Background: an optimization exercise with open tools, aiming at small area and few clock cycles. Do not read the settings as production practice. RTL that was checked went through simulation tests only; none was proved equivalent to the original. No functional check of the RTL was part of runs 5 and 6. No activity file was given, so power comes from the tool's default toggle rates.

<file path="flow/config.mk">
export PLATFORM = sky130hd
export DESIGN_NAME = vlc_device_association_fsm
export DESIGN_NICKNAME = vlc_device_association_fsm
export VERILOG_FILES = /design/flow/design.v
export SDC_FILE = /design/flow/constraint.sdc
export NUM_CORES = 4
export LEC_CHECK = 0
export CAP_MARGIN = 20
export CORE_MARGIN = 2
export CORE_UTILIZATION = 40
export CTS_BUF_LIST = sky130_fd_sc_hd__clkbuf_4
export CTS_CLUSTER_SIZE = 30
export SLEW_MARGIN = 20
</file>
<file path="flow/constraint.sdc">
create_clock -name core_clock -period 6.0 [get_ports {i_clk}]
set_input_delay 1.2000 -clock core_clock [delete_from_list [all_inputs] [get_ports {i_clk}]]
set_output_delay 1.2000 -clock core_clock [all_outputs]
set_load 0.01 [all_outputs]
</file>
<file path="flow/design.v">
`default_nettype none
package vda_pkg;
    localparam logic [2:0] CMD_START     = 3'd0;
    localparam logic [2:0] CMD_TX_RESULT = 3'd1;
    localparam logic [2:0] CMD_BEACON    = 3'd2;
    localparam logic [2:0] CMD_GRANT     = 3'd3;
    localparam logic [2:0] CMD_RESP      = 3'd4;
    localparam logic [2:0] CMD_TICK      = 3'd5;
    localparam logic [2:0] ACT_NONE       = 3'd0;
    localparam logic [2:0] ACT_ASSOC_REQ  = 3'd1;
    localparam logic [2:0] ACT_DATA_REQ   = 3'd2;
    localparam logic [2:0] ACT_RX_SLOT    = 3'd3;
    localparam logic [2:0] ACT_ACK_SLOT   = 3'd4;
    localparam logic [2:0] ACT_SEND_ACK   = 3'd5;
    localparam logic [2:0] ACT_CONFIRM    = 3'd6;
    localparam logic [2:0] ST_SUCCESS     = 3'd0;
    localparam logic [2:0] ST_ACCESS_FAIL = 3'd1;
    localparam logic [2:0] ST_NO_ACK      = 3'd2;
    localparam logic [2:0] ST_NO_DATA     = 3'd3;
    localparam logic [2:0] ST_DENIED      = 3'd4;
    localparam logic [1:0] TX_SUCCESS     = 2'd0;
    localparam logic [1:0] TX_ACCESS_FAIL = 2'd1;
    localparam logic [1:0] RESP_SUCCESS   = 2'd0;
    localparam logic [3:0] PH_IDLE      = 4'd0;
    localparam logic [3:0] PH_TX_REQ    = 4'd1;
    localparam logic [3:0] PH_BEACON    = 4'd2;
    localparam logic [3:0] PH_POLL      = 4'd3;
    localparam logic [3:0] PH_TX_DATA   = 4'd4;
    localparam logic [3:0] PH_RX_GRANT  = 4'd5;
    localparam logic [3:0] PH_RESP      = 4'd6;
    localparam logic [3:0] PH_ACK_GRANT = 4'd7;
    localparam logic [3:0] PH_TX_ACK    = 4'd8;
    localparam logic [1:0] CFG_TRACK_BEACON = 2'd0;
    localparam logic [1:0] CFG_BEACON_WAIT  = 2'd1;
    localparam logic [1:0] CFG_POLL_WAIT    = 2'd2;
    localparam logic [23:0] BEACON_WAIT_RST = 24'd32;
    localparam logic [23:0] POLL_WAIT_RST   = 24'd30720;
    localparam logic [15:0] NO_ADDR         = 16'hffff;
    localparam logic [7:0]  NO_CHANNEL      = 8'hff;
    localparam logic [15:0] NO_NET_ID       = 16'h00ff;
    typedef struct packed {
        logic [2:0]  cmd;
        logic [7:0]  channel;
        logic [15:0] net_id;
        logic [63:0] coord_addr;
        logic [1:0]  coord_addr_mode;
        logic [1:0]  tx_status;
        logic        ack_pending;
        logic        listed_in_beacon;
        logic [1:0]  resp_status;
        logic [15:0] resp_short_addr;
        logic [63:0] resp_coord_ext;
    } t_in_word;
    typedef struct packed {
        logic [2:0]  action;
        logic [63:0] dest_addr;
        logic [15:0] dest_net_id;
        logic [7:0]  use_channel;
        logic [2:0]  confirm_status;
        logic [15:0] short_addr;
        logic [63:0] coord_ext_addr;
        logic        busy_res;
    } t_out_word;
    typedef struct packed {
        logic [3:0]  phase;
        logic [7:0]  saved_channel;
        logic [15:0] saved_net_id;
        logic [63:0] saved_coord;
        logic [23:0] wait_count;
        logic [15:0] given_addr;
        logic        resp_denied;
        logic [63:0] learned_ext;
    } t_state;
    typedef struct packed {
        logic        track_beacon;
        logic [23:0] beacon_wait_ticks;
        logic [23:0] poll_wait_ticks;
    } t_cfg;
endpackage
`default_nettype wire
`default_nettype none
module vlc_device_association_fsm (
    input  wire logic         i_clk,
    input  wire logic         i_rst_n,
    input  wire logic         i_in_valid,
    output wire logic         i_in_ready,
    input  wire logic [178:0] i_in_data,
    output wire logic         o_out_valid,
    input  wire logic         o_out_ready,
    output wire logic [174:0] o_out_data,
    input  wire logic         i_cfg_we,
    input  wire logic [1:0]   i_cfg_idx,
    input  wire logic [23:0]  i_cfg_data
);
    wire [2:0]  w_cmd     = i_in_data[178:176];
    wire [7:0]  w_channel = i_in_data[175:168];
    wire [15:0] w_net_id  = i_in_data[167:152];
    wire [63:0] w_coord   = i_in_data[151:88];
    wire [1:0]  w_tx      = i_in_data[85:84];
    wire        w_ackp    = i_in_data[83];
    wire        w_listed  = i_in_data[82];
    wire [1:0]  w_rs      = i_in_data[81:80];
    wire [15:0] w_rsa     = i_in_data[79:64];
    wire [63:0] w_rce     = i_in_data[63:0];
    localparam logic [3:0] PH_IDLE      = 4'd0;
    localparam logic [3:0] PH_TX_REQ    = 4'd1;
    localparam logic [3:0] PH_BEACON    = 4'd2;
    localparam logic [3:0] PH_POLL      = 4'd3;
    localparam logic [3:0] PH_TX_DATA   = 4'd4;
    localparam logic [3:0] PH_RX_GRANT  = 4'd5;
    localparam logic [3:0] PH_RESP      = 4'd6;
    localparam logic [3:0] PH_ACK_GRANT = 4'd7;
    localparam logic [3:0] PH_TX_ACK    = 4'd8;
    logic [3:0]  r_phase;
    logic [7:0]  r_channel;    
    logic [15:0] r_net_id;     
    logic [63:0] r_coord;      
    logic [23:0] r_remain;     
    logic [15:0] r_given;      
    logic        r_denied;     
    logic [63:0] r_ext;        
    logic        r_track;
    logic [23:0] r_bwait;
    logic [23:0] r_pwait;
    wire w_acc = i_in_valid & o_out_ready;
    assign i_in_ready  = o_out_ready;
    assign o_out_valid = i_in_valid;
    wire p_idle  = (r_phase == PH_IDLE);
    wire p_txreq = (r_phase == PH_TX_REQ);
    wire p_bcn   = (r_phase == PH_BEACON);
    wire p_poll  = (r_phase == PH_POLL);
    wire p_txdat = (r_phase == PH_TX_DATA);
    wire p_rxg   = (r_phase == PH_RX_GRANT);
    wire p_resp  = (r_phase == PH_RESP);
    wire p_ackg  = (r_phase == PH_ACK_GRANT);
    wire p_txack = (r_phase == PH_TX_ACK);
    wire w_hit   = ~|r_remain[23:1];
    wire w_succ  = (w_tx == 2'd0);
    wire [2:0] w_failc = (w_tx == 2'd1) ? 3'd1 : 3'd2;
    wire w_resp_ok = (w_rs == 2'd0);
    logic [3:0] n_phase;
    logic [2:0] n_action;
    logic       fin;
    logic [2:0] fin_st;
    logic       fill;
    always_comb begin
        n_phase  = r_phase;
        n_action = 3'd0;
        fin      = 1'b0;
        fin_st   = 3'd0;
        fill     = 1'b0;
        case (w_cmd)
            3'd0: if (p_idle) begin
                n_phase = PH_TX_REQ; n_action = 3'd1; fill = 1'b1;
            end
            3'd1: begin
                if (p_txreq) begin
                    if (w_succ) n_phase = r_track ? PH_BEACON : PH_POLL;
                    else begin fin = 1'b1; fin_st = w_failc; end
                end else if (p_txdat) begin
                    if (!w_succ) begin fin = 1'b1; fin_st = w_failc; end
                    else if (w_ackp) begin n_phase = PH_RX_GRANT; n_action = 3'd3; fill = 1'b1; end
                    else begin fin = 1'b1; fin_st = 3'd3; end
                end else if (p_txack) begin
                    fin = 1'b1; fin_st = r_denied ? 3'd4 : 3'd0;
                end
            end
            3'd2: if (p_bcn && w_listed) begin
                n_phase = PH_TX_DATA; n_action = 3'd2; fill = 1'b1;
            end
            3'd3: begin
                if (p_rxg) n_phase = PH_RESP;
                else if (p_ackg) begin n_phase = PH_TX_ACK; n_action = 3'd5; fill = 1'b1; end
            end
            3'd4: if (p_resp) begin
                n_phase = PH_ACK_GRANT; n_action = 3'd4; fill = 1'b1;
            end
            3'd5: begin
                if (p_bcn) begin
                    if (w_hit) begin fin = 1'b1; fin_st = 3'd3; end
                end else if (p_poll) begin
                    if (w_hit) begin n_phase = PH_TX_DATA; n_action = 3'd2; fill = 1'b1; end
                end
            end
            default: ;
        endcase
        if (fin) begin
            n_action = 3'd6;
            n_phase  = PH_IDLE;
            if (fin_st == 3'd0) fill = 1'b1;
        end
    end
    wire w_fin_ok = fin & (fin_st == 3'd0);
    wire w_ext_upd = i_in_valid & p_resp & (w_cmd == 3'd4) & w_resp_ok;
    wire [7:0]  d_channel = p_idle ? w_channel : r_channel;
    wire [15:0] d_net_id  = p_idle ? w_net_id  : r_net_id;
    wire [63:0] d_coord   = p_idle ? w_coord   : r_coord;
    wire [63:0] d_ext     = w_ext_upd ? w_rce : r_ext;
    assign o_out_data = {n_action,
                         fill ? d_coord   : 64'd0,
                         fill ? d_net_id  : 16'd0,
                         fill ? d_channel : 8'd0,
                         fin ? fin_st : 3'd0,
                         w_fin_ok ? r_given : 16'hffff,
                         d_ext,
                         (n_phase != PH_IDLE)};
    always_ff @(posedge i_clk) begin
        r_channel <= d_channel;
        r_net_id  <= d_net_id;
        r_coord   <= d_coord;
        if (p_resp) begin
            r_given  <= w_rsa;
            r_denied <= ~w_resp_ok;
        end
    end
    always_ff @(posedge i_clk) begin
        if (!i_rst_n) r_ext <= 64'd0;
        else          r_ext <= d_ext;
    end
    always_ff @(posedge i_clk) begin
        if (!i_rst_n) begin
            r_phase <= PH_IDLE;
        end else if (w_acc) begin
            r_phase <= n_phase;
        end
    end
    always_ff @(posedge i_clk) begin
        if (p_txreq) r_remain <= r_track ? r_bwait : r_pwait;
        else if (w_acc && w_cmd == 3'd5) r_remain <= r_remain - 24'd1;
    end
    always_ff @(posedge i_clk) begin
        if (!i_rst_n) begin
            r_track <= 1'b0;
            r_bwait <= 24'd32;
            r_pwait <= 24'd30720;
        end else if (i_cfg_we) begin
            case (i_cfg_idx)
                2'd0: r_track <= i_cfg_data[0];
                2'd1: r_bwait <= i_cfg_data;
                2'd2: r_pwait <= i_cfg_data;
                default: ;
            endcase
        end
    end
endmodule
`default_nettype wire
</file>
<file path="flow/flow/run.sh">
#!/bin/bash
set -euo pipefail
export BUFFER_PORTS_ARGS="-buffer_cell sky130_fd_sc_hd__buf_1"
bash standard.sh > standard.log 2>&1
</file>
<file path="flow/standard.sh">
#!/bin/bash
# synth_recipe.tcl (not shown) runs the flow's synth.tcl, then flattens the netlist and writes it again
# the make line also repeats each setting of config.mk as NAME=value (left out here)
make -C /OpenROAD-flow-scripts/flow DESIGN_CONFIG=/design/flow/config.mk WORK_HOME=/design/flow/orfs CLKGATE_MAP_FILE= SYNTH_SCRIPT=/design/flow/synth_recipe.tcl "${@:-finish}"
</file>
==> results of run 1 <==
path summary, 6_finish.rpt:
kind / cells after the start / end / slack, ns
hold / removal: 2 / r_bwait[19] / 0.46
setup / recovery: 8 / o_out_data[136] / 0.64
setup reg to reg: 8 / r_ext[21] / 2.84
hold reg to reg: 2 / r_bwait[19] / 0.46
flip-flops by register name (all words and copies together), names as in the netlist, 4 cells and up:
signal,cells
r_ext,64
r_remain,24
r_phase,4
r_given,16
r_channel,8
r_net_id,16
r_coord,64
r_bwait,24
r_pwait,24
critical path, stage by stage (launching register included):
cell     delay, ns
dfxtp_1       0.67
nor4b_1       0.71
nand3_1       0.22
o32ai_1       0.34
or4b_1        0.20
and3_4        0.75
buf_4         0.38
nor2b_1       0.08
buf_1         0.14
per-layer routing:
metal  share of wire (%)  global-route usage (%)  vias up  wire [um]
met3                 8.7                    6.43       60       2470
met5                   0                       0        -          0
met1                  42                    23.4     3948      11900
met2                  46                    31.9      366      13200
li1                    -                       -     4365          -
met4                 3.0                    8.70        0        843
cell families (layout without fill, tap and decap cells):
logic type / after synthesis / count (layout) / share of synthesized area [%]
buffers and inverters: 78 / 534 / 3.22
other: 0 / 2 / 0
AND/OR/NAND/NOR: 402 / 402 / 21.3
XOR/XNOR: 22 / 22 / 1.78
flip-flops: 246 / 246 / 49.3
multiplexers: 168 / 168 / 17.3
AO/OA/AOI/OAI: 112 / 112 / 7.03
adder cells (fa/ha/maj): 1 / 1 / 0.116
synthesized netlist by cell type, drive strengths merged (2+ instances only):
library cell  count  share of area (%)
a211o             2               0.16
a211oi           10               0.69
a21boi           43                3.0
a21oi            24                1.1
a31oi             5               0.29
and2             67                3.9
and3              4               0.28
buf              11               0.90
clkbuf           59                2.0
dfxtp           205                 38
edfxtp           41                 11
inv               8               0.28
mux2            152                 16
mux2i            16                1.5
nand2           119                4.1
nand2b            6               0.35
nand3            12               0.55
nand3b            4               0.28
nand4             5               0.29
nand4b            2               0.16
nor2             28               0.97
nor2b            99                6.9
nor3             11               0.51
nor3b             2               0.14
nor4             12               0.81
nor4b             4               0.38
o211ai            3               0.21
o21ai            14               0.65
o32ai             2               0.16
or2              18                1.0
or3               4               0.23
or4b              2               0.18
xnor2             7               0.57
xor2             15                1.2
area by class of cell:
class                           count  area [sq um]  share of cell area (%)
Clock inverter                     20           121                   0.903
Antenna cell                        2          5.00                  0.0372
Inverter                            8          30.0                   0.223
Tap cell                          341           427                    3.17
Timing Repair Buffer              401          1570                    11.7
Clock buffer                      105           788                    5.86
Multi-Input combinational cell    705          5160                    38.4
Sequential cell                   246          5340                    39.7
report_power, final:
| group | switching, mW | internal (mW) | total (mW) |
|---|---|---|---|
| registers | 0.0282 | 1.76 | 1.79 |
| logic | 0.177 | 0.161 | 0.338 |
| clock network | 0.703 | 0.848 | 1.55 |
==> flow_summary.json, run 1 <==
{
  "status": "complete, no violations",
  "slew_headroom_pct": 34.0,
  "startpoint": "r_phase[1]",
  "viasPerCell": 4.78,
  "die_x_um": 169,
  "syn_area_per_cell_sq_um": 10.5,
  "cp.arrival_ns": 4.16,
  "hp-class": "register to register",
  "reg2reg_from": "r_phase[2]",
  "finalHoldViolCount": 0,
  "dp_cells": 1700,
  "synth_flop_cell": "dfxtp_1",
  "finalSetupTns_ns": 0,
  "initial_utilization_pct": 40.5,
  "ant_nets": 0,
  "startpoint_type": "register",
  "whs_ns": 0.463,
  "h-tree-depth": 3,
  "placementRows": 60,
  "synth.cell_area_sq_mm": 0.0108,
  "critical_path_required_ns": 4.80,
  "yosysWarningCount": 1,
  "fp.dieArea_sq_mm": 0.0284,
  "coreArea_sq_mm": 0.0267,
  "cts_buffers": 72,
  "cts_tree": "yes",
  "gp_congestion": 0.824,
  "min_from": "r_bwait[19]",
  "fin_util_pct": 50.3,
  "syn_to_final_growth_pct": 24.2,
  "via_count": 8739,
  "synth_cells": 1029,
  "grt_usage_pct": 19.5,
  "die_h_um": 169,
  "leakagePower_nw": 5.05,
  "routed_wl_um": 28400,
  "layout-drive-gt1-share_pct": 23.0,
  "worst_slew_pin_slew_ns": 0.990,
  "maxSlewViolCount": 0,
  "ir_worst_vdd_uv": 179,
  "wl_per_cell_um": 15.5,
  "synthArstFlopShare_pct": 0,
  "postLayoutSetupSlackWorst_ns": 0.643,
  "preCtsSetupSlack_ns": 0.764,
  "p_total_mw": 3.68,
  "grt_pass1_wl_um": 44500,
  "final_area_sq_mm": 0.0134,
  "critical_path_class": "register to output port",
  "cp_max_fo": 55,
  "detail_route.iter0.violations": 364,
  "grt_antenna_before_repair": 2,
  "cts_num_sinks": 246,
  "cap_violations": 0,
  "layout_min_cycle_time_ns": 5.36,
  "layout.cells.non_filler": 1828,
  "first_global_vias": 8664,
  "port_buffers": 384,
  "post_cts_buffers": 0,
  "placed_area_sq_mm": 0.0125,
  "clockRootBuffer": "clkbuf_4",
  "synth_seq_area_share_pct": 49.3,
  "worstSkewPairLatency_ns": 0.65,
  "cts_hold_buf": 0,
  "rsz0062_at_grt": "false",
  "power_density_mw_per_mm2": 273,
  "setup_viol": 0,
  "finalCritPeriodShare_pct": 89.3,
  "final_common_cell": "buf_1",
  "synth-edff-count": 41,
  "dp_hpwl_um": 20500,
  "layout_common_cells": "buf_1 (383), dfxtp_1 (205), mux2_2 (152)",
  "drt_pre_antenna_iters": 5,
  "skew_ns": 0.0446,
  "max_freq_ghz": 0.187,
  "grt_max_degree": 72,
  "overflow": 0,
  "drc_errors": 0,
  "synth_seq_cells": 246,
  "fill_cells": 2604,
  "ctsResizeCount": 0,
  "synth_cell_types": 56,
  "clkTransAtPathRegs_ns": 0.06,
  "endpoint_kind": "output port",
  "clockBufferDepth": 3,
  "syn_nets": 1240,
  "fin_nets": 1645,
  "pin_count": 387
}
Testbench counts, summed over its fixed seeds: cycles 28,281.
==> run 2: changes to the inputs <==
--- a/flow/config.mk
+++ b/flow/config.mk
@@ -9,5 +9,3 @@
 export CORE_MARGIN = 2
 export CORE_UTILIZATION = 40
-export CTS_BUF_LIST = sky130_fd_sc_hd__clkbuf_4
-export CTS_CLUSTER_SIZE = 30
 export SLEW_MARGIN = 20
==> run 2 against run 1 <==
  * Still clean
  * Global-route usage down 0.66 points
  * Critical path depth unchanged
  * Non-clock buffer count unchanged
  * First-iteration DRC count down 14%
  * Register-to-register slack worse by 0.04 ns
  * Worst hold slack about the same
  * Routed wire length down 1.2%
  * Sequential power about the same
  * Synthesized cell count unchanged
  * Final cell count down 4.2%
  * Largest power group unchanged
  * Highest routed layer unchanged
==> flow_summary.json, run 2 <==
{
  "synth_top_area_cell": "dfxtp_1",
  "final_common_cell": "buf_1",
  "syn_area_per_cell_sq_um": 10.5,
  "ctsResizeCount": 0,
  "placementRows": 60,
  "worstHoldPathCells": 2,
  "slew_headroom_pct": 33.3,
  "path_cells": "nor4b_1 -> nand3_1 -> o32ai_1 -> or4b_1 -> and3_4 -> buf_4 -> nor2b_1 -> buf_1",
  "viasPerCell": 4.85,
  "initial_utilization_pct": 40.5,
  "drc_errors": 0,
  "startpoint_type": "register",
  "reg2regPathDepth": 8,
  "syn_to_final_growth_pct": 24.1,
  "post_cts_buffers": 0,
  "reg_top3": "r_coord x64, r_ext x64",
  "layout.cells.non_filler": 1751,
  "finalHoldViolCount": 0,
  "synth_cells": 1029,
  "die_h_um": 169,
  "endpoint_kind": "output port",
  "grt_usage_pct": 18.8,
  "clockRootBuffer": "clkbuf_16",
  "drt_pre_antenna_iters": 4,
  "hp-class": "register to register",
  "detail_route.iter0.violations": 314,
  "fp.dieArea_sq_mm": 0.0284,
  "setup_viol": 0,
  "critical_path_class": "register to output port",
  "clockBufferDepth": 3,
  "synth_seq_area_share_pct": 49.3,
  "syn_nets": 1240,
  "worstSkewPairLatency_ns": 0.54,
  "cp.arrival_ns": 4.08,
  "ir_worst_vdd_uv": 244,
  "worst_slew_pin_slew_ns": 1.00,
  "overflow": 0,
  "cts_hold_buf": 0,
  "coreArea_sq_mm": 0.0267,
  "die_x_um": 169,
  "cap_violations": 0,
  "layout_min_cycle_time_ns": 5.28,
  "maxSlewViolCount": 0,
  "h-tree-depth": 1,
  "leakagePower_nw": 4.95,
  "yosysTopAreaCellShare_pct": 37.9,
  "finalCritPeriodShare_pct": 87.9,
  "finalSetupTns_ns": 0,
  "cts_num_sinks": 246,
  "slowest_delay_ns": 0.75,
  "dp_hpwl_um": 20500,
  "yosysWarningCount": 1,
  "rsz0062_at_grt": "false",
  "cts_buffers": 28,
  "synth_most_common_cell": "dfxtp_1",
  "first_global_vias": 8178,
  "layout-drive-gt1-share_pct": 19.2,
  "synth_cell_types": 56,
  "fin_nets": 1601,
  "routed_wl_um": 28000,
  "synth-edff-count": 41,
  "grt_max_degree": 72,
  "synth_common_cells": "dfxtp_1 (205), mux2_2 (152), nand2_1 (119)",
  "skew_ns": 0.00672,
  "synth_area_leaders": "dfxtp_1 (38%), mux2_2 (16%), edfxtp_1 (11%)",
  "ant_nets": 0,
  "cp_max_fo": 55,
  "grt_pass1_wl_um": 43400,
  "port_buffers": 384,
  "wl_per_cell_um": 16.0,
  "dp_cells": 1700,
  "gp_congestion": 0.824,
  "max_freq_ghz": 0.190,
  "grt_antenna_before_repair": 1,
  "synth_seq_cells": 246,
  "clkTransAtPathRegs_ns": 0.06,
  "synth_flop_cell": "dfxtp_1",
  "cts_tree": "yes",
  "status": "complete, no violations",
  "slowest_stage": "and3_4",
  "via_count": 8491,
  "critical_path_required_ns": 4.80,
  "pin_count": 387,
  "synthArstFlopShare_pct": 0,
  "synth.cell_area_sq_mm": 0.0108,
  "layout_common_cells": "buf_1 (383), dfxtp_1 (205), mux2_2 (152)",
  "power_density_mw_per_mm2": 280
}
==> run 2: cell count changes in the layout (fill, tap and decap cells not counted), sizes merged <==
cell      delta
clkinvlp     -1
clkbuf      -64
clkinv       -8
bufinv       -1
diode        -1
inv          -2
==> run 2: worst max-delay path, delay by kind of cell (launching register included) <==
family,cells,cell delay [ns]
AOI/OAI and AO/OA,1,0.34
DFF,1,0.68
and+or+nand+nor,5,1.96
buffers and inverters,2,0.52
==> run 2: area by class of cell <==
class,instances,area (sq um)
Tap cell,341,427
Fill cell,2567,13300
Inverter,8,30.0
Multi-Input combinational cell,705,5160
Clock inverter,8,71.3
Clock buffer,41,832
Timing Repair Buffer,401,1570
Antenna cell,1,2.50
Sequential cell,246,5340
==> run 2: worst paths after layout <==
path | startpoint | to | slack [ns]
setup reg to reg | r_phase[2] | r_ext[57] | 2.80
hold / removal | r_bwait[23] | r_bwait[23] | 0.46
setup / recovery | r_phase[1] | o_out_data[128] | 0.72
hold reg to reg | r_bwait[23] | r_bwait[23] | 0.46
==> run 2: cells by family after synthesis <==
group | synth area share, %
muxes | 17.3
DFF | 49.3
and+or+nand+nor | 21.3
AOI/OAI and AO/OA | 7.03
xor gates and xnor gates | 1.78
buffers and inverters | 3.22
adders and majority gates | 0.116
==> run 2: report_power, final <==
group	total (mW)	switching (mW)	internal, mW
sequential	1.79	0.0280	1.76
combinational	0.338	0.177	0.161
clock	1.64	0.676	0.962
total	3.76	0.881	2.88
==> run 2: through the flow <==
| step | utilization (%) | power (mW) | hold slack [ns] | worst slack (ns) | cell area, sq um |
|---|---|---|---|---|---|
| after floorplan | - | 2.04 | 0.439 | 1.54 | 10800 |
| after global placement | 46.8 | 2.15 | 0.449 | 0.764 | 12500 |
| after detailed placement | 46.8 | 2.16 | 0.454 | 0.764 | 12500 |
| after CTS | 50.2 | 3.81 | 0.463 | 0.691 | 13400 |
| after global routing | 50.3 | 3.92 | 0.478 | 0.381 | 13400 |
| final | 50.3 | 3.76 | 0.462 | 0.725 | 13400 |
==> run 2: routing by layer <==
metal  share of wire [%]  track usage (%)
met5                   0                0
met2                  46             31.9
met3                 7.9             5.28
met4                 2.5             5.06
met1                  43             23.7
==> run 3: changes to the inputs <==
==> flow/flow/run.sh (replaced) <==
#!/bin/bash
set -euo pipefail
export BUFFER_PORTS_ARGS="-buffer_cell sky130_fd_sc_hd__buf_1"
export CTS_ARGS="-sink_clustering_enable -repair_clock_nets -dont_use_dummy_load"
bash standard.sh > standard.log 2>&1
==> run 3 against run 2 <==
  * Still clean
  * Area after synthesis is the same
  * Clock skew grew 0.043 ns
  * Global-route usage shrank 0.060 points
  * Flip-flop and latch count is the same
  * Synthesized cell count is the same
  * Critical endpoint is now o_out_data[108]
==> flow_summary.json, run 3 <==
{
  "critical_path_class": "input pin to output port",
  "coreArea_sq_mm": 0.0267,
  "overflow": 0,
  "port_buffers": 384,
  "pin_count": 387,
  "worst_slew_pin_slew_ns": 0.981,
  "ant_nets": 0,
  "reg2regPathDepth": 8,
  "synth_common_cells": "dfxtp_1 (205), mux2_2 (152), nand2_1 (119)",
  "synth.area.mux_share_pct": 17.3,
  "synth_cell_types": 56,
  "gp_congestion": 0.824,
  "synth.cell_area_sq_mm": 0.0108,
  "grt_pass1_wl_um": 43200,
  "via_count": 8423,
  "grt_usage_pct": 18.8,
  "grt_max_degree": 72,
  "syn_to_final_growth_pct": 22.2,
  "placementRows": 60,
  "slew_headroom_pct": 34.6,
  "synth_seq_cells": 246,
  "initial_utilization_pct": 40.5,
  "detail_route.iter0.violations": 340,
  "reg_top3": "r_coord x64, r_ext x64",
  "synthArstFlopShare_pct": 0,
  "slowest_delay_ns": 0.58,
  "status": "complete, no violations",
  "syn_area_per_cell_sq_um": 10.5,
  "fin_nets": 1601,
  "skew_ns": 0.0499,
  "routed_wl_um": 27800,
  "leakagePower_nw": 4.85,
  "layout_min_cycle_time_ns": 5.24,
  "viasPerCell": 4.87,
  "finalSetupTns_ns": 0,
  "grt_antenna_before_repair": 1,
  "layout-drive-gt1-share_pct": 18.4,
  "synth_top_area_cell": "dfxtp_1",
  "critical_path_required_ns": 4.80,
  "ir_worst_vdd_uv": 221,
  "cap_violations": 0,
  "finalHoldViolCount": 0,
  "crit_buf_inv": 3,
  "crit_end": "o_out_data[108]",
  "synth_compound_area_share_pct": 7.03,
  "drc_errors": 0,
  "cp_max_fo": 55,
  "hp-class": "register to register",
  "h-tree-depth": 1,
  "synth_flop_cell": "dfxtp_1",
  "reg2reg_from": "r_phase[2]",
  "power_density_mw_per_mm2": 267,
  "cts_buffers": 28,
  "path_cells": "buf_1 -> or3b_2 -> a211o_1 -> or4b_1 -> and3_4 -> buf_4 -> nor2b_1 -> buf_1",
  "cp.arrival_ns": 4.04,
  "yosysTopAreaCellShare_pct": 37.9,
  "synth_area_leaders": "dfxtp_1 (38%), mux2_2 (16%), edfxtp_1 (11%)",
  "path_depth": 8,
  "cts_tree": "yes",
  "whs_ns": 0.462,
  "startpoint_type": "input pin",
  "cp_top_family": "simple AND/OR/NAND/NOR gates",
  "cts_hold_buf": 0,
  "r2r_setup_slack_ns": 2.85,
  "yosys.area_share.simple_pct": 21.3,
  "ctsResizeCount": 0,
  "cts_num_sinks": 246,
  "synth_top_family_by_area": "simple AND/OR/NAND/NOR gates",
  "endpoint_kind": "output port",
  "slowest_stage": "or3b_2",
  "startpoint": "i_in_data[178]",
  "layout.cells.non_filler": 1730,
  "crit_top_cell": "buf_1",
  "fin_util_pct": 49.5,
  "wl_per_cell_um": 16.1,
  "drt_pre_antenna_iters": 5,
  "die_h_um": 169,
  "clockBufferDepth": 3,
  "maxSlewViolCount": 0,
  "die_x_um": 169,
  "p_total_mw": 3.53,
  "layout_common_cells": "buf_1 (383), dfxtp_1 (205), mux2_2 (152)",
  "post_cts_buffers": 0,
  "synth-edff-count": 41,
  "yosys.area_share.adder_pct": 0.116,
  "synth-xor-area-share_pct": 1.78,
  "timing.rr.end": "r_ext[10]",
  "dp_cells": 1700,
  "setup_viol": 0,
  "max_freq_ghz": 0.191,
  "finalCritPeriodShare_pct": 87.4,
  "rsz0062_at_grt": "false",
  "first_global_vias": 8104,
  "synth_cells": 1029,
  "synth_seq_area_share_pct": 49.3,
  "worstSkewPairLatency_ns": 0.54,
  "final_common_cell": "buf_1",
  "clkTransAtPathRegs_ns": 0.06,
  "yosysWarningCount": 1,
  "clockRootBuffer": "clkbuf_16",
  "dp_hpwl_um": 20500,
  "synth_most_common_cell": "dfxtp_1",
  "fp.dieArea_sq_mm": 0.0284,
  "syn_nets": 1240
}
-- run 3: cell count changes in the layout (fill, tap and decap cells not counted), sizes merged --
| cell | previous run | this run |
|---|---|---|
| clkinvlp | 1 | 0 |
| clkbuf | 41 | 28 |
| clkinv | 7 | 0 |
-- run 3: tightest hold or removal path: cells and delay by family (launching register included) --
family / cells / cell delay (ns)
flops: 1 / 0.30
compound gates: 1 / 0.06
simple gates: 1 / 0.04
-- run 3: routing by layer --
| metal | track usage [%] | up-vias | share of wire, % |
|---|---|---|---|
| li1 | - | 4210 | - |
| met1 | 23.8 | 3859 | 43 |
| met2 | 31.6 | 317 | 46 |
| met3 | 5.31 | 37 | 8.0 |
| met4 | 4.84 | 0 | 2.2 |
| met5 | 0 | - | 0 |
-- run 3: cells by family after synthesis --
family                   count (synthesis)
multiplexers                           168
flip-flops                             246
AND/OR/NAND/NOR                        402
adder cells (fa/ha/maj)                  1
XOR/XNOR                                22
buffers and inverters                   78
AO/OA/AOI/OAI                          112
-- run 3: per-stage QoR --
stage          cell area [sq um]  setup WS (ns)
6_report                   13200          0.756
5_1_grt                    13200          0.435
4_1_cts                    13200          0.741
3_5_place_dp               12500          0.764
3_3_place_gp               12500          0.764
2_1_floorplan              10800           1.54
-- run 3: worst min path at each step --
stage | from | endpoint | slack (ns) | depth (start not counted)
4_1_cts | r_pwait[1] | r_pwait[1] | 0.46 | 2
6_report | r_bwait[18] | r_bwait[18] | 0.46 | 2
2_1_floorplan | r_pwait[17] | r_pwait[17] | 0.44 | 2
3_3_place_gp | r_pwait[23] | r_pwait[23] | 0.45 | 2
3_5_place_dp | r_pwait[12] | r_pwait[12] | 0.45 | 2
5_1_grt | r_net_id[12] | r_net_id[12] | 0.48 | 1
-- run 3: layout make-up --
type | count | area (sq um)
multi-input combinational | 705 | 5160
sequential | 246 | 5340
fill | 2576 | 13500
timing repair buffer | 401 | 1570
clock buffer | 28 | 701
antenna | 1 | 2.50
tap | 341 | 427
inverter | 8 | 30.0
-- run 3: power by group --
| group | internal, mW | total, mW | switching (mW) |
|---|---|---|---|
| Clock | 0.810 | 1.41 | 0.596 |
| Combinational | 0.161 | 0.337 | 0.176 |
| Sequential | 1.76 | 1.79 | 0.0280 |
| Total | 2.73 | 3.53 | 0.800 |
==> run 4: changes to the inputs <==
==> flow/run.sh (new file) <==
#!/bin/bash
# synth_recipe.tcl (not shown) runs the flow's synth.tcl, then flattens the netlist and writes it again
# the make line also repeats each setting of config.mk as NAME=value (left out here)
make -C /OpenROAD-flow-scripts/flow DESIGN_CONFIG=/design/flow/config.mk WORK_HOME=/design/flow/orfs CLKGATE_MAP_FILE= SYNTH_SCRIPT=/design/flow/synth_recipe.tcl finish
removed: flow/flow/run.sh
removed: flow/standard.sh
==> run 4 against run 3 <==
  * Still clean
  * Flip-flop and latch count stayed put
  * Global-route usage is 2.8 points higher
  * Power is 12% higher
  * Cell area is 20% higher
  * Non-clock buffer count is 2 higher
  * Combinational power is 36% higher
  * Sequential share of layout area is 6.7 points lower
  * Routed wire length is 15% higher
  * Count of clock-buffer cells in the layout is 18 higher
  * Critical path depth stayed put
  * Critical path type unchanged
  * Critical endpoint is now o_out_data[110]
  * Largest cell class unchanged
==> flow_summary.json, run 4 <==
{
  "status": "complete, no violations",
  "finalHoldViolCount": 0,
  "cts_num_sinks": 246,
  "grt_antenna_before_repair": 2,
  "layout.cells.non_filler": 1756,
  "crit_top_cell": "clkdlybuf4s50_1",
  "worstHoldPathCells": 2,
  "first_global_vias": 8538,
  "p_sw_share_pct": 22.4,
  "critical_path_required_ns": 4.80,
  "initial_utilization_pct": 40.5,
  "power_frac_comb_pct": 11.6,
  "max_freq_ghz": 0.179,
  "synth_seq_area_share_pct": 49.3,
  "sequentialPowerShare_pct": 45.2,
  "synth_common_cells": "dfxtp_1 (205), mux2_2 (152), nand2_1 (119)",
  "cts_hold_buf": 0,
  "cp.arrival_ns": 4.37,
  "coreArea_sq_mm": 0.0267,
  "drc_errors": 0,
  "synth_top_area_cell": "dfxtp_1",
  "syn_to_final_growth_pct": 46.8,
  "holdPathEnd": "r_pwait[21]",
  "synth_flop_cell": "dfxtp_1",
  "ir_worst_vdd_uv": 202,
  "ant_nets": 0,
  "ctsResizeCount": 0,
  "leakagePower_nw": 5.97,
  "finalCritPeriodShare_pct": 92.9,
  "via_count": 8542,
  "layout_min_cycle_time_ns": 5.57,
  "synth.cell_area_sq_mm": 0.0108,
  "cap_violations": 0,
  "yosysWarningCount": 1,
  "finalSetupTns_ns": 0,
  "routed_wl_um": 31900,
  "setup_viol": 0,
  "syn_nets": 1240,
  "reg2regPathDepth": 8,
  "fp.dieArea_sq_mm": 0.0284,
  "hp-class": "register to register",
  "drt_pre_antenna_iters": 4,
  "viasPerCell": 4.86,
  "fin_nets": 1603,
  "min_from": "r_pwait[21]",
  "pin_count": 387,
  "startpoint_type": "input pin",
  "placementRows": 60,
  "synthArstFlopShare_pct": 0,
  "post_cts_buffers": 0,
  "die_x_um": 169,
  "wl_per_cell_um": 18.2,
  "final_common_cell": "clkdlybuf4s50_1",
  "slowest_delay_ns": 0.59,
  "maxSlewViolCount": 0,
  "layout-drive-gt1-share_pct": 19.5,
  "synth_seq_cells": 246,
  "synth_cell_types": 56,
  "grt_max_degree": 66,
  "clkPwrFrac_pct": 43.2,
  "layout_common_cells": "clkdlybuf4s50_1 (383), dfxtp_1 (205), mux2_2 (152)",
  "grt_usage_pct": 21.6,
  "p_total_mw": 3.95,
  "synth_most_common_cell": "dfxtp_1",
  "reg_top3": "r_coord x64, r_ext x64",
  "grt_pass1_wl_um": 48300,
  "detail_route.iter0.violations": 418,
  "dp_hpwl_um": 23600,
  "h-tree-depth": 1,
  "slew_headroom_pct": 29.4,
  "cts_buffers": 28,
  "synth_cells": 1029,
  "yosysTopAreaCellShare_pct": 37.9,
  "synth_area_leaders": "dfxtp_1 (38%), mux2_2 (16%), edfxtp_1 (11%)",
  "rsz0062_at_grt": "false",
  "syn_area_per_cell_sq_um": 10.5,
  "r2r_setup_slack_ns": 2.98,
  "synth-edff-count": 41,
  "slowest_stage": "clkdlybuf4s50_1",
  "worstSkewPairLatency_ns": 0.54,
  "critical_path_class": "input pin to output port",
  "dp_cells": 1702,
  "clkTransAtPathRegs_ns": 0.06,
  "clockBufferDepth": 3,
  "worst_slew_pin_slew_ns": 1.06,
  "reg2reg_from": "r_phase[2]",
  "endpoint_kind": "output port",
  "fill_cells": 2340,
  "overflow": 0,
  "die_h_um": 169,
  "switchingPower_uw": 886,
  "cts_tree": "yes",
  "path_cells": "clkdlybuf4s50_1 -> or3b_2 -> a211o_1 -> or4b_1 -> and3_4 -> buf_4 -> nor2b_1 -> clkdlybuf4s50_1",
  "gp_congestion": 0.832,
  "cp_max_fo": 34,
  "p_int_mw": 3.06,
  "power_density_mw_per_mm2": 248,
  "port_buffers": 384,
  "timing.rr.end": "r_ext[7]",
  "clockRootBuffer": "clkbuf_16",
  "skew_ns": 0.0159
}
run 4: cell counts after synthesis:
No cell type changed its count.
run 4: layout make-up:
cell class | count | area, sq um | area share [%]
Antenna cell | 2 | 5.00 | 0.0315
Clock buffer | 46 | 910 | 5.72
Sequential cell | 246 | 5340 | 33.6
Multi-Input combinational cell | 705 | 5160 | 32.5
Inverter | 8 | 30.0 | 0.189
Clock inverter | 5 | 25.0 | 0.157
Timing Repair Buffer | 403 | 4000 | 25.2
Tap cell | 341 | 427 | 2.68
run 4: cells by family after synthesis:
group	synth area share [%]
mux	17.3
xor+xnor	1.78
buf+inv	3.22
compound gates	7.03
flops	49.3
simple gates	21.3
fa+ha+maj	0.116
run 4: worst max path at each step:
stage                              start         endpoint  slack [ns]  cells after the start
after CTS                 i_in_data[176]  o_out_data[110]        0.41                      8
final                     i_in_data[176]  o_out_data[110]        0.43                      8
after global routing      i_in_data[176]  o_out_data[111]        0.27                      8
after floorplan           i_in_data[178]  o_out_data[150]        1.54                      9
after global placement    i_in_data[176]   o_out_data[87]        0.45                      8
after detailed placement  i_in_data[176]  o_out_data[111]        0.43                      8
run 4: critical path, delay by kind of cell:
kind / cells / cell delay (ns)
simple gates: 4 / 1.54
buf+inv: 3 / 1.35
compound gates: 1 / 0.25
run 4: through the flow:
step                setup WS, ns  utilization (%)  hold slack, ns  instance area, sq um
floorplan                   1.54                -           0.439                 10800
global placement           0.446             55.9           0.450                 14900
detailed placement         0.434             55.9           0.453                 14900
CTS                        0.406             59.4           0.460                 15900
global route               0.270             59.5           0.477                 15900
finish                     0.425             59.5           0.457                 15900
run 4: metal layers:
| layer | share of wire, % | GRT usage [%] |
|---|---|---|
| met3 | 7.7 | 6.17 |
| met1 | 42 | 26.0 |
| met5 | 0 | 0 |
| met4 | 2.6 | 5.96 |
| met2 | 48 | 37.8 |
run 4: power by group through the flow:
stage	registers [mW]	logic (mW)	clock network (mW)
finish	1.79	0.458	1.71
floorplan	1.81	0.225	0
global route	1.79	0.496	1.82
global placement	1.82	0.455	0
detailed placement	1.82	0.460	0
CTS	1.79	0.463	1.75
==> run 5: changes to the inputs <==
--- a/flow/design.v
+++ b/flow/design.v
@@ -116,7 +116,8 @@
     logic [15:0] r_net_id;     
     logic [63:0] r_coord;      
-    logic [23:0] r_remain;     
-    logic [15:0] r_given;      
-    logic        r_denied;     
+    logic [23:0] r_share;
+    wire  [23:0] r_remain = r_share;
+    wire  [15:0] r_given  = r_share[15:0];
+    wire         r_denied = r_share[16];
     logic [63:0] r_ext;        
     logic        r_track;
@@ -209,8 +210,4 @@
         r_net_id  <= d_net_id;
         r_coord   <= d_coord;
-        if (p_resp) begin
-            r_given  <= w_rsa;
-            r_denied <= ~w_resp_ok;
-        end
     end
     always_ff @(posedge i_clk) begin
@@ -226,6 +223,7 @@
     end
     always_ff @(posedge i_clk) begin
-        if (p_txreq) r_remain <= r_track ? r_bwait : r_pwait;
-        else if (w_acc && w_cmd == 3'd5) r_remain <= r_remain - 24'd1;
+        if (p_txreq) r_share <= r_track ? r_bwait : r_pwait;
+        else if (p_resp) r_share[16:0] <= {~w_resp_ok, w_rsa};
+        else if (w_acc && w_cmd == 3'd5 && (p_bcn || p_poll)) r_share <= r_share - 24'd1;
     end
     always_ff @(posedge i_clk) begin
==> flow/flow/run.sh (new file) <==
#!/bin/bash
set -euo pipefail
export BUFFER_PORTS_ARGS="-buffer_cell sky130_fd_sc_hd__buf_1"
export CTS_ARGS="-sink_clustering_enable -repair_clock_nets -dont_use_dummy_load -buf_list sky130_fd_sc_hd__clkbuf_8 -root_buf sky130_fd_sc_hd__clkbuf_8 -sink_clustering_size 16 -sink_clustering_max_diameter 60"
bash standard.sh > standard.log 2>&1
==> flow/standard.sh (new file) <==
#!/bin/bash
# synth_recipe.tcl (not shown) runs the flow's synth.tcl, then flattens the netlist and writes it again
# the make line also repeats each setting of config.mk as NAME=value (left out here)
make -C /OpenROAD-flow-scripts/flow DESIGN_CONFIG=/design/flow/config.mk WORK_HOME=/design/flow/orfs CLKGATE_MAP_FILE= SYNTH_SCRIPT=/design/flow/synth_recipe.tcl "${@:-finish}"
removed: flow/run.sh
==> run 5 against run 4 <==
  * Synthesized cell count about the same
  * Power down 29%
  * Worst hold slack gained 0.0018 ns
  * First-iteration DRC count grew 19%
==> flow_summary.json, run 5 <==
{
  "layout-drive-gt1-share_pct": 14.6,
  "maxSlewViolCount": 0,
  "use_met2_pct": 33.7,
  "leakagePower_nw": 4.44,
  "busiest_layer": "met2",
  "use_met1_pct": 24.0,
  "pin_count": 387,
  "reg2reg_from": "r_phase[2]",
  "finalHoldViolCount": 0,
  "clockRootBuffer": "clkbuf_8",
  "coreArea_sq_mm": 0.0260,
  "placementRows": 59,
  "clockBufferDepth": 3,
  "gp_congestion": 0.780,
  "synth_seq_cells": 229,
  "setup_viol": 0,
  "ctsResizeCount": 0,
  "initial_utilization_pct": 40.6,
  "routed_wl_um": 28100,
  "reg_top3": "r_coord x64, r_ext x64",
  "drt_pre_antenna_iters": 4,
  "cts_num_sinks": 229,
  "startpoint_type": "input pin",
  "cts_hold_buf": 0,
  "h-tree-depth": 1,
  "first_global_vias": 8398,
  "fp.dieArea_sq_mm": 0.0277,
  "synth_common_cells": "dfxtp_1 (205), mux2_2 (142), nand2_1 (127)",
  "cp.arrival_ns": 4.19,
  "fin_nets": 1583,
  "critical_path_required_ns": 4.80,
  "cp_max_fo": 47,
  "startpoint": "i_in_data[178]",
  "grt_max_degree": 101,
  "rsz0062_at_grt": "false",
  "grt_antenna_before_repair": 4,
  "cts_buffers": 23,
  "overflow": 0,
  "reg2regPathDepth": 6,
  "critical_path_class": "input pin to output port",
  "clkTransAtPathRegs_ns": 0.06,
  "slew_headroom_pct": 30.8,
  "layout_common_cells": "buf_1 (383), dfxtp_1 (205), mux2_2 (142)",
  "r2r_setup_slack_ns": 3.00,
  "yosysTopAreaCellShare_pct": 38.9,
  "synth_cell_types": 61,
  "worstSkewPairLatency_ns": 0.57,
  "layout_min_cycle_time_ns": 5.39,
  "crit_end": "o_out_data[114]",
  "hp-class": "register to register",
  "cap_violations": 0,
  "layout.cells.non_filler": 1706,
  "ant_nets": 0,
  "port_buffers": 384,
  "worst_slew_pin_slew_ns": 1.03,
  "worstHoldPathCells": 2,
  "die_h_um": 166,
  "synth_top_area_cell": "dfxtp_1",
  "endpoint_kind": "output port",
  "grt_usage_pct": 19.4,
  "synth_most_common_cell": "dfxtp_1",
  "final_common_cell": "buf_1",
  "dp_hpwl_um": 19800,
  "max_freq_ghz": 0.186,
  "finalSetupTns_ns": 0,
  "syn_area_per_cell_sq_um": 10.2,
  "synth-edff-count": 24,
  "status": "complete, no violations",
  "wl_per_cell_um": 16.5,
  "grtUsageMet3_pct": 5.43,
  "grt_pass1_wl_um": 44300,
  "skew_ns": 0.0569,
  "via_count": 8551,
  "finalCritPeriodShare_pct": 89.8,
  "syn_to_final_growth_pct": 18.7,
  "dp_cells": 1681,
  "synth_area_leaders": "dfxtp_1 (39%), mux2_2 (15%), a21boi_0 (8.9%)",
  "timing.rr.end": "r_ext[19]",
  "synth_seq_area_share_pct": 45.8,
  "cts_tree": "yes",
  "viasPerCell": 5.01,
  "synth_cells": 1030,
  "post_cts_buffers": 0,
  "die_x_um": 166,
  "power_density_mw_per_mm2": 225,
  "syn_nets": 1241,
  "ir_worst_vdd_uv": 154,
  "synth_flop_cell": "dfxtp_1",
  "drc_errors": 0,
  "synthArstFlopShare_pct": 0,
  "synth.cell_area_sq_mm": 0.0105,
  "yosysWarningCount": 1,
  "detail_route.iter0.violations": 499
}
## run 5: final cells by class
cell class	instances	area [sq um]
diodes	1	2.50
multi-input cells	712	5330
well taps	335	419
inverters	5	18.8
flip-flops and latches	229	4820
fillers	2623	13500
repair buffers	401	1600
clock buffers	23	317
## run 5: kinds of logic (layout without fill, tap and decap cells)
| group | count (synthesis) | in the layout | share of synthesized area, % |
|---|---|---|---|
| AO/OA/AOI/OAI | 203 | 203 | 14.4 |
| XOR/XNOR | 23 | 23 | 1.91 |
| adder cells (fa/ha/maj) | 1 | 1 | 0.119 |
| buffers and inverters | 89 | 429 | 3.88 |
| flip-flops | 229 | 229 | 45.8 |
| multiplexers | 170 | 170 | 18.0 |
| other | 0 | 1 | 0 |
| AND/OR/NAND/NOR | 315 | 315 | 16.0 |
## run 5: where the power goes
group | switching, mW | internal, mW
Clock | 0.504 | 0.341
Combinational | 0.167 | 0.155
Sequential | 0.0220 | 1.62
## run 5: critical path: stages
cell	delay (ns)
buf_1	0.43
nand2b_1	0.27
or3_1	0.47
or4_1	0.69
nand4b_4	0.50
buf_4	0.32
a21boi_0	0.12
buf_1	0.17
## run 5: metrics by stage
stage / total power [mW] / hold WS, ns / setup slack [ns] / utilization [%] / instance area [sq um]
2_1_floorplan: 1.88 / 0.439 / 1.48 / - / 10500
3_3_place_gp: 2.00 / 0.451 / 0.604 / 46.9 / 12200
3_5_place_dp: 2.00 / 0.454 / 0.585 / 46.9 / 12200
4_1_cts: 2.86 / 0.463 / 0.586 / 48.1 / 12500
5_1_grt: 2.95 / 0.484 / 0.325 / 48.2 / 12500
6_report: 2.81 / 0.459 / 0.610 / 48.2 / 12500
## run 5: metal layers
| metal | wire, um | up-vias |
|---|---|---|
| met3 | 2180 | 54 |
| met4 | 690 | 6 |
| li1 | - | 4291 |
| met2 | 13200 | 290 |
| met1 | 12000 | 3910 |
| met5 | 46 | - |
## run 5: worst min-delay path by stage
stage | start | slack (ns) | to
finish | r_pwait[22] | 0.46 | r_pwait[22]
global route | r_channel[0] | 0.48 | r_channel[0]
CTS | r_pwait[22] | 0.46 | r_pwait[22]
detailed placement | r_pwait[22] | 0.45 | r_pwait[22]
global placement | r_coord[5] | 0.45 | r_coord[5]
floorplan | r_pwait[17] | 0.44 | r_pwait[17]
==> run 6: changes to the inputs <==
==> flow/flow/run.sh (replaced) <==
#!/bin/bash
set -euo pipefail
export BUFFER_PORTS_ARGS="-buffer_cell sky130_fd_sc_hd__buf_1"
export CTS_ARGS="-sink_clustering_enable -repair_clock_nets -dont_use_dummy_load -buf_list sky130_fd_sc_hd__clkbuf_16 -root_buf sky130_fd_sc_hd__clkbuf_16 -sink_clustering_size 30 -sink_clustering_max_diameter 100"
bash standard.sh > standard.log 2>&1
==> run 6 against run 5 <==
  * Clock power fell by 4.6%
  * Cell area is 0.33% lower
  * Synthesized cell count unchanged
  * Setup slack better by 0.0087 ns
  * Non-clock buffer count is the same
  * Register-to-register slack is essentially flat
  * Critical path type unchanged
  * Largest power group unchanged
==> flow_summary.json, run 6 <==
{
  "status": "complete, no violations",
  "grt_usage_pct": 19.3,
  "sequentialPowerShare_pct": 59.3,
  "cts_tree": "yes",
  "setup_viol": 0,
  "viasPerCell": 5.03,
  "ir_worst_vdd_uv": 218,
  "critical_path_class": "input pin to output port",
  "max_freq_ghz": 0.186,
  "h-tree-depth": 1,
  "syn_nets": 1241,
  "p_sw_share_pct": 23.9,
  "clkPwrFrac_pct": 29.1,
  "gp_congestion": 0.780,
  "layout_min_cycle_time_ns": 5.38,
  "layout-drive-gt1-share_pct": 13.8,
  "crit_buf_inv": 3,
  "worst_slew_pin_slew_ns": 1.06,
  "layout_common_cells": "buf_1 (383), dfxtp_1 (205), mux2_2 (142)",
  "fp.dieArea_sq_mm": 0.0277,
  "finalCritPeriodShare_pct": 89.7,
  "finalSetupTns_ns": 0,
  "synthArstFlopShare_pct": 0,
  "path_depth": 8,
  "switchingPower_uw": 663,
  "skew_ns": 0.0304,
  "worstSkewPairLatency_ns": 0.48,
  "synth_seq_cells": 229,
  "clkTransAtPathRegs_ns": 0.11,
  "critical_path_required_ns": 4.80,
  "slowest_stage": "or4_1",
  "placed_area_sq_mm": 0.0122,
  "power_density_mw_per_mm2": 222,
  "routed_wl_um": 27800,
  "path_cells": "buf_1 -> nand2b_1 -> or3_1 -> or4_1 -> nand4b_4 -> buf_4 -> a21boi_0 -> buf_1",
  "synth_flop_cell": "dfxtp_1",
  "drc_errors": 0,
  "synth_seq_area_share_pct": 45.8,
  "pin_count": 387,
  "coreArea_sq_mm": 0.0260,
  "ant_nets": 0,
  "p_int_mw": 2.11,
  "detail_route.iter0.violations": 472,
  "cap_violations": 0,
  "cts_hold_buf": 0,
  "initial_utilization_pct": 40.6,
  "syn_to_final_growth_pct": 18.3,
  "slew_headroom_pct": 29.1,
  "syn_area_per_cell_sq_um": 10.2,
  "synth_cells": 1030,
  "dp_hpwl_um": 19800,
  "startpoint_type": "input pin",
  "post_cts_buffers": 0,
  "fill_cells": 2618,
  "grt_antenna_before_repair": 4,
  "slowest_delay_ns": 0.69,
  "synth_top_area_cell": "dfxtp_1",
  "final_area_sq_mm": 0.0125,
  "cp_top_family": "simple AND/OR/NAND/NOR gates",
  "die_x_um": 166,
  "placementRows": 59,
  "clockBufferDepth": 3,
  "synth.cell_area_sq_mm": 0.0105,
  "synth_cell_types": 61,
  "power_frac_comb_pct": 11.6,
  "cts_buffers": 11,
  "grt_max_degree": 101,
  "drt_pre_antenna_iters": 5,
  "fin_nets": 1571,
  "clockRootBuffer": "clkbuf_16",
  "hp-class": "register to register",
  "p_total_mw": 2.77,
  "wl_per_cell_um": 16.4,
  "synth_most_common_cell": "dfxtp_1",
  "yosysWarningCount": 1,
  "die_h_um": 166,
  "maxSlewViolCount": 0,
  "cts_num_sinks": 229,
  "overflow": 0,
  "finalHoldViolCount": 0,
  "worstHoldPathCells": 2,
  "ctsResizeCount": 0,
  "rsz0062_at_grt": "false",
  "port_buffers": 384,
  "via_count": 8513,
  "leakagePower_nw": 4.41,
  "yosysTopAreaCellShare_pct": 38.9,
  "synth_common_cells": "dfxtp_1 (205), mux2_2 (142), nand2_1 (127)",
  "first_global_vias": 8292,
  "crit_top_cell": "buf_1",
  "cp.arrival_ns": 4.18,
  "fin_util_pct": 48.0,
  "synth_area_leaders": "dfxtp_1 (39%), mux2_2 (15%), a21boi_0 (8.9%)",
  "reg_top3": "r_coord x64, r_ext x64",
  "synth-edff-count": 24,
  "endpoint_kind": "output port",
  "final_common_cell": "buf_1",
  "reg2regPathDepth": 6,
  "cp_max_fo": 47,
  "grt_pass1_wl_um": 44000
}
## run 6: final cells by class
type,instances,area (sq um),share of cell area (%)
inverters,5,18.8,0.150
repair buffers,401,1600,12.8
flip-flops and latches,229,4820,38.7
multi-input cells,712,5330,42.7
diodes,1,2.50,0.0201
clock buffers,11,275,2.21
well taps,335,419,3.36
## run 6: path summary, 6_finish.rpt
check,start,endpoint,slack [ns]
worst min register to register,r_pwait[22],r_pwait[22],0.47
worst min-delay path,r_pwait[22],r_pwait[22],0.47
worst max register to register,r_phase[2],r_ext[57],2.99
worst max-delay path,i_in_data[178],o_out_data[114],0.62
## run 6: metrics by stage
step,hold WS [ns],setup slack (ns),cells
after floorplan,0.439,1.48,1030
after CTS,0.471,0.586,1692
after global placement,0.451,0.604,1681
final,0.468,0.618,1694
after detailed placement,0.454,0.585,1681
after global routing,0.493,0.328,1693
## run 6: metal layers
layer | part of all wire [%] | global-route usage, % | up-vias | routed length [um]
met3 | 7.5 | 5.10 | 40 | 2080
li1 | - | - | 4260 | -
met2 | 47 | 33.1 | 284 | 13100
met1 | 43 | 24.3 | 3923 | 12000
met5 | 0.16 | 0 | - | 44
met4 | 2.3 | 4.31 | 6 | 643
## run 6: logic make-up (layout without fill, tap and decap cells)
family | after synthesis | count (layout) | synth area share, %
XOR/XNOR | 23 | 23 | 1.91
adder cells (fa/ha/maj) | 1 | 1 | 0.119
buffers and inverters | 89 | 417 | 3.88
other | 0 | 1 | 0
AO/OA/AOI/OAI | 203 | 203 | 14.4
flip-flops | 229 | 229 | 45.8
multiplexers | 170 | 170 | 18.0
AND/OR/NAND/NOR | 315 | 315 | 16.0
## run 6: tightest hold or removal path: cells and delay by family (launching register included)
family	cells	cell delay [ns]
AOI/OAI and AO/OA	1	0.06
DFF	1	0.32
and+or+nand+nor	1	0.04
## run 6: power by group through the flow
stage                     logic (mW)  registers, mW  clock network [mW]
after floorplan                0.208           1.67                   0
after detailed placement       0.324           1.68                   0
after CTS                      0.326           1.64               0.850
after global placement         0.319           1.68                   0
after global routing           0.357           1.65               0.902
final                          0.322           1.64               0.807
==> run 7: changes to the inputs <==
--- a/flow/design.v
+++ b/flow/design.v
@@ -121,4 +121,5 @@
     wire         r_denied = r_share[16];
     logic [63:0] r_ext;        
+    logic        r_ext_ok;
     logic        r_track;
     logic [23:0] r_bwait;
@@ -197,5 +198,6 @@
     wire [15:0] d_net_id  = p_idle ? w_net_id  : r_net_id;
     wire [63:0] d_coord   = p_idle ? w_coord   : r_coord;
-    wire [63:0] d_ext     = w_ext_upd ? w_rce : r_ext;
+    wire        w_ext_hold = ~w_ext_upd & r_ext_ok;
+    wire [63:0] d_ext     = ({64{w_ext_upd}} & w_rce) | ({64{w_ext_hold}} & r_ext);
     assign o_out_data = {n_action,
                          fill ? d_coord   : 64'd0,
@@ -212,6 +214,6 @@
     end
     always_ff @(posedge i_clk) begin
-        if (!i_rst_n) r_ext <= 64'd0;
-        else          r_ext <= d_ext;
+        r_ext_ok <= i_rst_n;
+        r_ext    <= d_ext;
     end
     always_ff @(posedge i_clk) begin
@@ -227,17 +229,13 @@
         else if (w_acc && w_cmd == 3'd5 && (p_bcn || p_poll)) r_share <= r_share - 24'd1;
     end
-    always_ff @(posedge i_clk) begin
-        if (!i_rst_n) begin
-            r_track <= 1'b0;
-            r_bwait <= 24'd32;
-            r_pwait <= 24'd30720;
-        end else if (i_cfg_we) begin
-            case (i_cfg_idx)
-                2'd0: r_track <= i_cfg_data[0];
-                2'd1: r_bwait <= i_cfg_data;
-                2'd2: r_pwait <= i_cfg_data;
-                default: ;
-            endcase
-        end
+    wire        w_cfg_rst = ~i_rst_n;
+    wire [23:0] w_cfg_d   = i_cfg_data & {24{i_rst_n}};
+    wire        w_we_trk  = w_cfg_rst | (i_cfg_we && i_cfg_idx == 2'd0);
+    wire        w_we_bw   = w_cfg_rst | (i_cfg_we && i_cfg_idx == 2'd1);
+    wire        w_we_pw   = w_cfg_rst | (i_cfg_we && i_cfg_idx == 2'd2);
+    always_ff @(posedge i_clk) begin
+        if (w_we_trk) r_track <= w_cfg_d[0];
+        if (w_we_bw)  r_bwait <= w_cfg_d | (w_cfg_rst ? 24'd32 : 24'd0);
+        if (w_we_pw)  r_pwait <= w_cfg_d | (w_cfg_rst ? 24'd30720 : 24'd0);
     end
 endmodule
==> flow/flow/run.sh (replaced) <==
#!/bin/bash
set -euo pipefail
export BUFFER_PORTS_ARGS="-buffer_cell sky130_fd_sc_hd__buf_1"
export CTS_ARGS="-sink_clustering_enable -repair_clock_nets -dont_use_dummy_load -buf_list sky130_fd_sc_hd__clkbuf_8 -root_buf sky130_fd_sc_hd__clkbuf_8 -sink_clustering_size 16 -sink_clustering_max_diameter 60"
bash standard.sh > standard.log 2>&1
==> run 7 against run 6 <==
  * Still clean on timing, DRC and antenna
  * Critical endpoint is now o_out_data[110]
  * Area after synthesis fell by 5.6%
  * Worst hold slack lost 0.0023 ns
  * Cell area fell by 4.1%
  * Largest cell class is now registers
  * Utilization rose by 1.1 points
  * Sequential power up 9%
  * Power grew 9.3%
==> flow_summary.json, run 7 <==
{
  "status": "complete, no violations",
  "cp.arrival_ns": 3.69,
  "detail_route.iter0.violations": 446,
  "clkTransAtPathRegs_ns": 0.06,
  "syn_area_per_cell_sq_um": 10.3,
  "via_count": 8107,
  "p_int_mw": 2.28,
  "syn_nets": 1176,
  "layout.cells.non_filler": 1646,
  "p_total_mw": 3.03,
  "p_sw_share_pct": 24.7,
  "critical_path_class": "input pin to output port",
  "critical_path_required_ns": 4.80,
  "setup_viol": 0,
  "drc_errors": 0,
  "leakagePower_nw": 4.39,
  "hp-class": "register to register",
  "clockBufferDepth": 3,
  "synth_most_common_cell": "nand2_1",
  "coreArea_sq_mm": 0.0244,
  "synth_seq_cells": 230,
  "startpoint_type": "input pin",
  "cts_tree": "yes",
  "grt_max_degree": 90,
  "layout_common_cells": "buf_1 (384), nand2_1 (171), dfxtp_1 (156)",
  "fp.dieArea_sq_mm": 0.0262,
  "cts_hold_buf": 0,
  "first_global_vias": 7730,
  "power_density_mw_per_mm2": 253,
  "ir_worst_vdd_uv": 176,
  "routed_wl_um": 27000,
  "gp_congestion": 0.803,
  "layout-drive-gt1-share_pct": 10.9,
  "synth_flop_cell": "dfxtp_1",
  "cp_max_fo": 63,
  "clkPwrFrac_pct": 28.5,
  "synth_common_cells": "nand2_1 (172), dfxtp_1 (157), nor2b_1 (96)",
  "ant_nets": 0,
  "cts_buffers": 24,
  "maxSlewViolCount": 0,
  "h-tree-depth": 1,
  "placed_area_sq_mm": 0.0116,
  "yosysWarningCount": 1,
  "final_area_sq_mm": 0.0120,
  "pin_count": 387,
  "yosysTopAreaCellShare_pct": 31.6,
  "placementRows": 57,
  "drt_pre_antenna_iters": 5,
  "reg_top3": "r_coord x64, r_ext x64",
  "finalSetupTns_ns": 0,
  "final_common_cell": "buf_1",
  "dp_hpwl_um": 19200,
  "synth_cells": 965,
  "die_x_um": 162,
  "synth_seq_area_share_pct": 53.6,
  "synth_top_area_cell": "dfxtp_1",
  "postLayoutSetupSlackWorst_ns": 1.11,
  "rsz0062_at_grt": "false",
  "die_h_um": 162,
  "initial_utilization_pct": 40.8,
  "synth_area_leaders": "dfxtp_1 (32%), edfxtp_1 (22%), mux2_2 (10%)",
  "skew_ns": 0.0550,
  "grt_usage_pct": 19.6,
  "post_cts_buffers": 0,
  "sequentialPowerShare_pct": 58.6,
  "fin_util_pct": 49.1,
  "whs_ns": 0.466,
  "worstSkewPairLatency_ns": 0.56,
  "syn_to_final_growth_pct": 20.2,
  "clockRootBuffer": "clkbuf_8",
  "preCtsSetupSlack_ns": 1.09,
  "synth_cell_types": 59,
  "fill_cells": 2431,
  "cap_violations": 0,
  "slew_headroom_pct": 34.1,
  "finalCritPeriodShare_pct": 81.6,
  "synthArstFlopShare_pct": 0,
  "switchingPower_uw": 747,
  "layout_min_cycle_time_ns": 4.89,
  "cts_num_sinks": 230,
  "worst_slew_pin_slew_ns": 0.988,
  "grt_antenna_before_repair": 1,
  "power_frac_comb_pct": 12.9,
  "port_buffers": 384,
  "seqCellArea_sq_mm": 0.00534,
  "multiInputGateArea_sq_mm": 0.00433,
  "synth-edff-count": 73,
  "endpoint_kind": "output port",
  "synth.cell_area_sq_mm": 0.00995,
  "wl_per_cell_um": 16.4,
  "fin_nets": 1534,
  "viasPerCell": 4.93,
  "grt_pass1_wl_um": 41000,
  "ctsResizeCount": 0,
  "dp_cells": 1621,
  "finalHoldViolCount": 0,
  "overflow": 0,
  "max_freq_ghz": 0.204
}
==> run 7: kinds of logic after synthesis <==
group / share of synthesized area, %
buffers and inverters: 3.18
adder cells (fa/ha/maj): 0.126
XOR/XNOR: 1.85
AO/OA/AOI/OAI: 4.45
AND/OR/NAND/NOR: 24.9
flip-flops: 53.6
multiplexers: 11.9
==> run 7: layout make-up <==
| type | instances | share of cell area (%) |
|---|---|---|
| antenna | 1 | 0.0209 |
| tap | 324 | 3.39 |
| multi-input combinational | 664 | 36.2 |
| inverter | 7 | 0.220 |
| clock buffer | 24 | 2.76 |
| sequential | 230 | 44.6 |
| timing repair buffer | 396 | 12.8 |
==> run 7: worst max-delay path, cell delays in order <==
cell and delay, ns:
buf_1 0.37, or3b_1 0.52, or3b_1 0.50, nor3_4 0.27, nor3b_4 0.07, buf_4 0.32
nor2b_1 0.21, buf_1 0.20
==> run 7: final timing paths <==
check,from,slack (ns),cells after the start,end
worst max-delay path,i_in_data[176],1.11,8,o_out_data[110]
worst min-delay path,r_coord[51],0.47,1,r_coord[51]
worst max register to register,r_phase[0],2.80,5,r_share[16]
worst min register to register,r_coord[51],0.47,1,r_coord[51]
==> run 7: power by group through the flow <==
| stage | combinational (mW) | sequential (mW) | clock (mW) |
|---|---|---|---|
| floorplan | 0.280 | 1.79 | 0 |
| global placement | 0.388 | 1.81 | 0 |
| detailed placement | 0.395 | 1.81 | 0 |
| CTS | 0.396 | 1.78 | 0.898 |
| global route | 0.432 | 1.79 | 0.956 |
| finish | 0.391 | 1.78 | 0.864 |
==> run 7: routing by layer <==
layer  up-vias  wire [um]  share of wire (%)  GRT usage (%)
li1       4029          -                  -              -
met1      3732      11000                 41           24.1
met2       296      13200                 49           34.1
met3        50       2170                8.0           5.18
met4         0        617                2.3           5.43
met5         -          0                  0              0
Testbench counts of run 7, summed over its fixed seeds: cycles 28,281.

[separate check: timing with driven ports]
Ports are ideal in the flow. The routed layouts listed here were re-timed in OpenROAD. Step 1: set_driving_cell puts a clkbuf_16 on i_clk and a buf_2 on each other input, an assumption about the parent block. Step 2 also shifts input and output timing later by t, the mid clock arrival at the registers, as if the neighbouring blocks saw the same clock. Slacks: ideal / step 1 / step 2; pairs: ideal / step 1.
run | t, ns | slack for setup (ns) | clock arrival spread, ns | slew at the worst register clock pin (ns) | pins driven straight from the clock port
run 1 | 0.671 | 0.643 / 0.599 / 0.720 | 0.051 / 0.051 | 0.07 / 0.07 | 1
run 2 | 0.589 | 0.725 / 0.677 / 0.705 | 0.010 / 0.010 | 0.06 / 0.06 | 1
run 3 | 0.560 | 0.756 / 0.716 / 0.716 | 0.059 / 0.059 | 0.06 / 0.06 | 1
run 4 | 0.582 | 0.425 / 0.377 / 0.377 | 0.016 / 0.016 | 0.06 / 0.06 | 1
run 5 | 0.577 | 0.610 / 0.525 / 0.525 | 0.057 / 0.057 | 0.10 / 0.10 | 1
run 6 | 0.510 | 0.618 / 0.534 / 0.534 | 0.031 / 0.030 | 0.12 / 0.12 | 1
run 7 | 0.573 | 1.106 / 1.045 / 1.045 | 0.055 / 0.055 | 0.10 / 0.10 | 1
After both steps setup and hold are still met in every run listed. The setup slack of run 5, which loses most, moves by -0.085 ns with the drivers and by -0.085 ns with both steps.
